From an optimization exercise on the open Yosys and OpenROAD flow, aimed at small area; shortcuts taken in it are not production practice. Function was checked by simulation only, so behaviour that the tests miss may differ from the original. Power is estimated from default activity; no workload was simulated.

<file path="run.sh">
#!/bin/bash
# synth_recipe.tcl (not shown) runs the flow's synth.tcl, then flattens the netlist and writes it again
# the make line also repeats each setting of config.mk as NAME=value (left out here)
make -C /OpenROAD-flow-scripts/flow DESIGN_CONFIG=/design/flow/config.mk WORK_HOME=/design/flow/orfs CLKGATE_MAP_FILE= SYNTH_SCRIPT=/design/flow/synth_recipe.tcl finish
</file>
<file path="config.mk">
export PLATFORM = sky130hd
export DESIGN_NAME = xbar_bank
export DESIGN_NICKNAME = xbar_bank
export VERILOG_FILES = /design/flow/design.v
export SDC_FILE = /design/flow/constraint.sdc
export NUM_CORES = 4
export LEC_CHECK = 0
export CAP_MARGIN = 20
export CORE_MARGIN = 2
export CORE_UTILIZATION = 40
export SLEW_MARGIN = 20
</file>
<file path="constraint.sdc">
create_clock -name core_clock -period 5.0 [get_ports {sclk}]
set_input_delay 1.0000 -clock core_clock [delete_from_list [all_inputs] [get_ports {sclk}]]
set_output_delay 1.0000 -clock core_clock [all_outputs]
set_load 0.01 [all_outputs]
</file>
<file path="design.v">
package xbar_pkg;
  localparam int ADDR_BITS = 19;        
  localparam int POS_BITS  = 11;        
  localparam int WORD_BITS = 16;        
  localparam int PATTERN_WORDS  = 32;   
  localparam int INDEX_BITS     = 5;    
  localparam int BIT_COUNT_BITS = 9;    
  localparam int PATTERN_BITS   = PATTERN_WORDS * WORD_BITS;
  localparam logic [2:0] REGION_COMMAND = 3'd1;
  localparam logic [7:0] REG_ID     = 8'h09;
  localparam logic [7:0] REG_STATUS = 8'h0A;
  localparam logic [WORD_BITS-1:0] ID_VALUE = 16'h7ba2;
endpackage
import xbar_pkg::*;
module xbar_regs
(
  input  logic                      sclk,
  input  logic                      reset,
  input  logic                      wsel,        
  input  logic                      csel,        
  input  logic [INDEX_BITS-1:0]     windex,      
  input  logic [WORD_BITS-1:0]      data,
  input  logic                      busy,        
  input  logic [BIT_COUNT_BITS-1:0] bit_index,   
  output logic                      start,       
  output logic                      bit_out      
);
  logic [PATTERN_BITS-1:0] mem;   
  for (genvar w = 0; w < PATTERN_WORDS; w++) begin : g_word
    logic wen, hold;
    assign wen  = wsel && (windex == INDEX_BITS'(w)) && !reset;
    assign hold = !(wsel && (windex == INDEX_BITS'(w))) && !reset;
    always_ff @(posedge sclk) begin
      mem[w*WORD_BITS +: WORD_BITS] <= ({WORD_BITS{wen}} & data) |
                                       ({WORD_BITS{hold}} & mem[w*WORD_BITS +: WORD_BITS]);
    end
  end
  logic [PATTERN_WORDS-1:0] word_sel;
  logic [WORD_BITS-1:0]     word;
  always_comb begin
    word = '0;
    for (int w = 0; w < PATTERN_WORDS; w++) begin
      word_sel[w] = (bit_index[BIT_COUNT_BITS-1 -: INDEX_BITS] == INDEX_BITS'(w));
      word = word | ({WORD_BITS{word_sel[w]}} & mem[w*WORD_BITS +: WORD_BITS]);
    end
  end
  assign bit_out = word[~bit_index[3:0]];
  always_ff @(posedge sclk) begin
    if (reset) begin
      start <= 1'b0;
    end else begin
      if (csel) begin
        start <= (data != '0);
      end
      if (busy) begin
        start <= 1'b0;   
      end
    end
  end
endmodule
import xbar_pkg::*;
module xbar_shifter
(
  input  logic                      sclk,
  input  logic                      reset,
  input  logic                      start,       
  input  logic                      bit_in,      
  output logic                      busy,
  output logic [BIT_COUNT_BITS-1:0] bit_count,
  output logic                      xbar_clock,
  output logic                      pclk,
  output logic                      sin
);
  logic fetch;
  logic word_done;
  logic last_bit;
  assign word_done = &bit_count[3:0];
  assign last_bit  = &bit_count;
  always_ff @(posedge sclk) begin
    if (reset) begin
      busy       <= 1'b0;
      fetch      <= 1'b0;
      xbar_clock <= 1'b0;
      pclk       <= 1'b1;
    end else begin
      busy       <= busy ? pclk : start;
      fetch      <= (!busy && start) || (xbar_clock && word_done && !last_bit);
      xbar_clock <= busy && pclk && !fetch && !xbar_clock;
      pclk       <= !(xbar_clock && last_bit);
    end
  end
  always_ff @(posedge sclk) begin
    if (reset) begin
      bit_count <= '0;
    end else if (xbar_clock) begin
      bit_count <= bit_count + 1'b1;   
    end
  end
  assign sin = busy && pclk && !fetch && bit_in;
endmodule
import xbar_pkg::*;
module xbar_bank
#(
  parameter int NUM_CHANNELS   = 2,   
  parameter int FIRST_POSITION = 0    
) (
  input  logic                    sclk,
  input  logic                    reset,
  input  logic                    enable,
  input  logic                    re,
  input  logic                    wr,
  input  logic [ADDR_BITS-1:0]    addr,
  input  logic [WORD_BITS-1:0]    data,
  output logic [WORD_BITS-1:0]    data_out,
  output logic [NUM_CHANNELS-1:0] xbar_clock,
  output logic [NUM_CHANNELS-1:0] pclk,
  output logic [NUM_CHANNELS-1:0] sin
);
  logic [NUM_CHANNELS-1:0] cs;
  logic [NUM_CHANNELS-1:0] start;
  logic [NUM_CHANNELS-1:0] busy;
  logic [NUM_CHANNELS-1:0] bit_val;
  logic [BIT_COUNT_BITS-1:0] bit_count [NUM_CHANNELS];
  logic is_cmd;
  assign is_cmd = (addr[7:5] == REGION_COMMAND);
  for (genvar g = 0; g < NUM_CHANNELS; g++) begin : g_chan
    assign cs[g] = enable && (addr[ADDR_BITS-1 -: POS_BITS] == POS_BITS'(FIRST_POSITION + g));
    xbar_regs u_regs (
      .sclk     (sclk),
      .reset    (reset),
      .wsel     (cs[g] && wr && !is_cmd),
      .csel     (cs[g] && wr && is_cmd),
      .windex   (addr[INDEX_BITS-1:0]),
      .data     (data),
      .busy     (busy[g]),
      .bit_index(bit_count[g]),
      .start    (start[g]),
      .bit_out  (bit_val[g])
    );
    xbar_shifter u_shifter (
      .sclk      (sclk),
      .reset     (reset),
      .start     (start[g]),
      .bit_in    (bit_val[g]),
      .busy      (busy[g]),
      .bit_count (bit_count[g]),
      .xbar_clock(xbar_clock[g]),
      .pclk      (pclk[g]),
      .sin       (sin[g])
    );
  end
  logic       rd_id;
  logic [1:0] rd_status;
  logic       rd_owner;
  logic       rd_hit;
  logic       rd_chan;
  assign rd_hit  = re && (|cs);
  assign rd_chan = cs[1];
  always_ff @(posedge sclk) begin
    if (reset || !rd_hit) begin
      rd_id     <= 1'b0;
      rd_status <= '0;
    end else if (addr[7:0] == REG_STATUS) begin
      rd_id     <= 1'b0;
      rd_status <= {start[rd_chan], busy[rd_chan]};
    end else if (addr[7:0] == REG_ID) begin
      rd_id     <= 1'b1;
      rd_status <= '0;
    end else if (rd_owner != rd_chan) begin
      rd_id     <= 1'b0;
      rd_status <= '0;
    end
  end
  always_ff @(posedge sclk) begin
    rd_owner <= rd_chan;
  end
  assign data_out = ({WORD_BITS{rd_id}} & ID_VALUE) | {{(WORD_BITS - 2){1'b0}}, rd_status};
endmodule
</file>
==> run notes <==
mux share of post-synthesis cell area: 0.0121
Routed Antenna Nets: 0
CTS tree: yes
worst-skew pair later-pin latency: 0.70 ns
Initial Util: 0.404
share of layout cells above drive strength 1: 0.182
clk sinks: 1056
Area growth syn-to-layout: 18.6%
Avg Synthesized Cell Area: 10.7 µm²
drt pass-1 iters: 7
internal power: 13.5 mW
Adder-Cell Fraction of Synth Area: 0.00124
Setup violations, final: 0
first-pass GRT wire length: 280000 µm
CTS buffer count: 108
Slew Limit Fails: 0
Ports: 62
routed vias/inst: 7.03
Die Height: 322 µm
status: finished clean
maximum root-to-sink buffer count: 3
Clock Pin Slew Worst Setup and Hold Paths: 0.06 ns
Comb pwr share: 0.036
clk root buf: clkbuf_16
HP Class: reg -> reg
post-detail-place hpwl: 134000 µm
DRC Markers: 0
period utilization: 0.984
post-DR wirelength/cell: 38.6 µm
Synth Area in Compound Gates: 0.327
Synth cell types: 75
fillers: 9275
kind of critical path: reg -> out
Slew headroom: 0.169
Vias: 37200
switching share of total power: 0.235
Port Buffers: 55
sequential share of power: 0.476
GPL Wtd Cong: 1.10
Simple-Gate Fraction of Synth Area: 0.0877
Hold Fails Final Rpt: 0
Yosys reg bits: 1056
Pwr Total: 17.6 mW
share of flip-flops with an asynchronous set or reset: 0
number of global-route vias before repair: 34500
Critical Path Sink Type: output pin
worst path arrival time: 3.92 ns
nets@finish: 3946
RSZ-0062 raised after global routing: no
final wirelength: 204000 µm
grt ovf: 0
cts hold-fix bufs: 0
Synth Instances: 3791
CP Launch Type: flop
worst hold slack: 0.454 ns
DRT iter0 DRCs: 5589
H-tree lvl count: 3
Peak Freq: 0.203 GHz
clock skew: 0.0136 ns
Final min period: 4.92 ns
xor and xnor area share after synthesis: 0.00260
Die W: 322 µm
Max VDD drop: 0.000318 V
final core utilization: 0.479
Pwr Density: 368 nW/µm²
largest net degree at the start of global routing: 66
Post-synth EDFFs: 0
GRT Util Overall: 0.381
cell row count: 116
clock network power share: 0.487
worst slew pin tran: 1.25 ns
commonest non-fill, non-tap cell in the layout: dfxtp_1
post-synthesis cell area: 40500 µm²
Core ar.: 100000 µm²
critical path fanouts, max: 12
CP required: 4.00 ns
Leakage: 18.3 nW
Die Area: 104000 µm²
NetSw: 4.15 mW
main combinational cell family by area after synthesis: compound AO/OA/AOI/OAI gates
Ys Warns: 4
post-synthesis sequential area ratio: 0.522
antenna violations before repair: 6
top_reg_cell synth: dfxtp_1
commonest non-fill, non-tap cells in the layout: 1046 x dfxtp_1, 1044 x a22o_1, 348 x buf_4
max-cap violation count: 0
-- power groups by stage --
stage / clock (mW) / combinational (mW) / sequential (mW)
floorplan: 0 / 0.260 / 8.60
global placement: 0 / 0.610 / 8.60
detailed placement: 0 / 0.607 / 8.60
CTS: 8.58 / 0.608 / 8.41
global route: 8.91 / 0.625 / 8.40
finish: 8.60 / 0.643 / 8.41
-- flip-flops by register name, indices dropped and copies added, names as in the netlist, 2 cells and up --
| name | cells |
|---|---|
| g_chan.u_shifter.pclk | 2 |
| g_chan.u_shifter.xbar_clock | 2 |
| g_chan.u_regs.mem | 1024 |
| g_chan.u_shifter.busy | 2 |
| g_chan.u_regs.start | 2 |
| rd_status | 2 |
| g_chan.u_shifter.bit_count | 18 |
| g_chan.u_shifter.fetch | 2 |
-- kinds of logic (layout without fill, tap and decap cells) --
family / Yosys count / count (layout)
AO/OA/AOI/OAI: 1594 / 1594
flip-flops: 1056 / 1056
AND/OR/NAND/NOR: 656 / 656
buffers and inverters: 423 / 620
multiplexers: 45 / 45
XOR/XNOR: 12 / 12
adder cells (fa/ha/maj): 4 / 4
other: 1 / 7
-- worst max-delay path, stage by stage (launching register included) --
cell           delay (ns)
dfxtp_2              0.45
or3_1                0.28
nor2_2               0.14
buf_4                0.22
buf_4                0.18
a22oi_1              0.43
nand4_1              0.30
nor4_1               0.48
a211oi_1             0.10
a32o_1               0.33
dlygate4sd2_1        0.30
-- worst paths after layout --
path                                    startpoint                          endpoint  slack, ns  cells past startpoint
setup reg to reg  g_chan[0].u_shifter.bit_count[0]  g_chan[0].u_shifter.bit_count[6]       2.82                      5
hold / removal           g_chan[1].u_shifter.fetch    g_chan[1].u_shifter.xbar_clock       0.45                      1
hold reg to reg          g_chan[1].u_shifter.fetch    g_chan[1].u_shifter.xbar_clock       0.45                      1
setup / recovery  g_chan[1].u_shifter.bit_count[5]                            sin[1]       0.08                     10
-- metrics by stage --
stage | cells | worst slack (ns) | area, µm² | TNS (ns)
2_1_floorplan | 3796 | 1.64 | 40500 | 0
3_3_place_gp | 5084 | -0.0973 | 43900 | -0.0973
3_5_place_dp | 5084 | 0.141 | 43900 | 0
4_1_cts | 5291 | 0.197 | 48000 | 0
5_1_grt | 5291 | 0.0160 | 48000 | 0
6_report | 5292 | 0.0798 | 48000 | 0
-- layer usage --
| layer | part of all wire | routed length, µm | track usage | up-vias |
|---|---|---|---|---|
| met1 | 0.37 | 75800 | 0.472 | 18300 |
| met5 | 0.00027 | 56 | 0.000473 | - |
| li1 | - | - | - | 15100 |
| met2 | 0.42 | 85600 | 0.568 | 2908 |
| met3 | 0.11 | 21900 | 0.0827 | 826 |
| met4 | 0.10 | 20800 | 0.315 | 8 |
-- repair_timing --
action	CTS	global route
endpoints found under the setup margin	2	2
resized for setup	86	2
gates cloned	1	0
pin swaps	8	0
setup buffers	5	0
-- layout make-up --
class                      count  area, µm²  area share
antenna                        1       2.50   0.0000521
clock buffer                 152       3190      0.0665
clock inverter                49        571      0.0119
inverter                      10       37.5    0.000782
multi-input combinational   2317      18000       0.375
sequential                  1056      21200       0.441
tap                         1298       1620      0.0338
timing repair buffer         409       3420      0.0713
-- cell usage after synthesis, types with 5 or more instances --
library cell | instances | area (µm²)
buf_2 | 120 | 601
mux2_2 | 12 | 135
a2111oi_0 | 23 | 201
xnor2_1 | 8 | 70.1
nor3b_1 | 8 | 60.1
nor2b_1 | 14 | 87.6
a21oi_2 | 5 | 43.8
mux2i_1 | 31 | 310
buf_1 | 8 | 30.0
nand2_1 | 97 | 364
a32oi_1 | 37 | 324
a211oi_1 | 9 | 67.6
nor2_1 | 136 | 510
a222oi_1 | 7 | 70.1
or4_1 | 8 | 60.1
nor3_1 | 26 | 130
a21oi_1 | 76 | 380
nand4_1 | 72 | 450
a221oi_1 | 18 | 158
a22oi_1 | 294 | 2210
or3_1 | 7 | 43.8
o21ai_0 | 12 | 60.1
or3b_2 | 5 | 43.8
nor4_1 | 26 | 163
clkbuf_1 | 247 | 927
a22o_1 | 1044 | 9140
nand2b_1 | 14 | 87.6
inv_1 | 10 | 37.5
and3_1 | 73 | 457
a32o_1 | 11 | 110
nand3_1 | 84 | 420
buf_4 | 34 | 255
and3b_1 | 7 | 61.3
nor3_2 | 15 | 150
dfxtp_1 | 1056 | 21100
nor2_2 | 21 | 131
nand3b_1 | 9 | 67.6
a31oi_1 | 20 | 125
and2_1 | 12 | 75.1

port drivers added, routing unchanged:
No port has a modelled driver above. Below, the same layout with a new extraction and two added sets of constraints.
Step 1: set_driving_cell puts a clkbuf_16 on sclk and a buf_2 on each other input, an assumption about the parent block.
Step 2 moves the port delays by t, midway between the first and last clock arrival at a register: inputs arrive t later, outputs are due t later. That takes back most of the time a late clock gives input paths.
a / b / c = no drivers / after step 1 / after step 2; a / b = the first two.
t (ns): 0.762
setup slack, ns: 0.080 / 0.011 / 0.725
worst hold slack (ns): 0.454 / 0.454 / 0.454
slew at the worst register clock pin (ns): 0.07 / 0.07
After both steps this run still meets setup and hold. For this run, drivers alone change the setup slack by -0.069 ns; drivers and shift together by +0.645 ns.
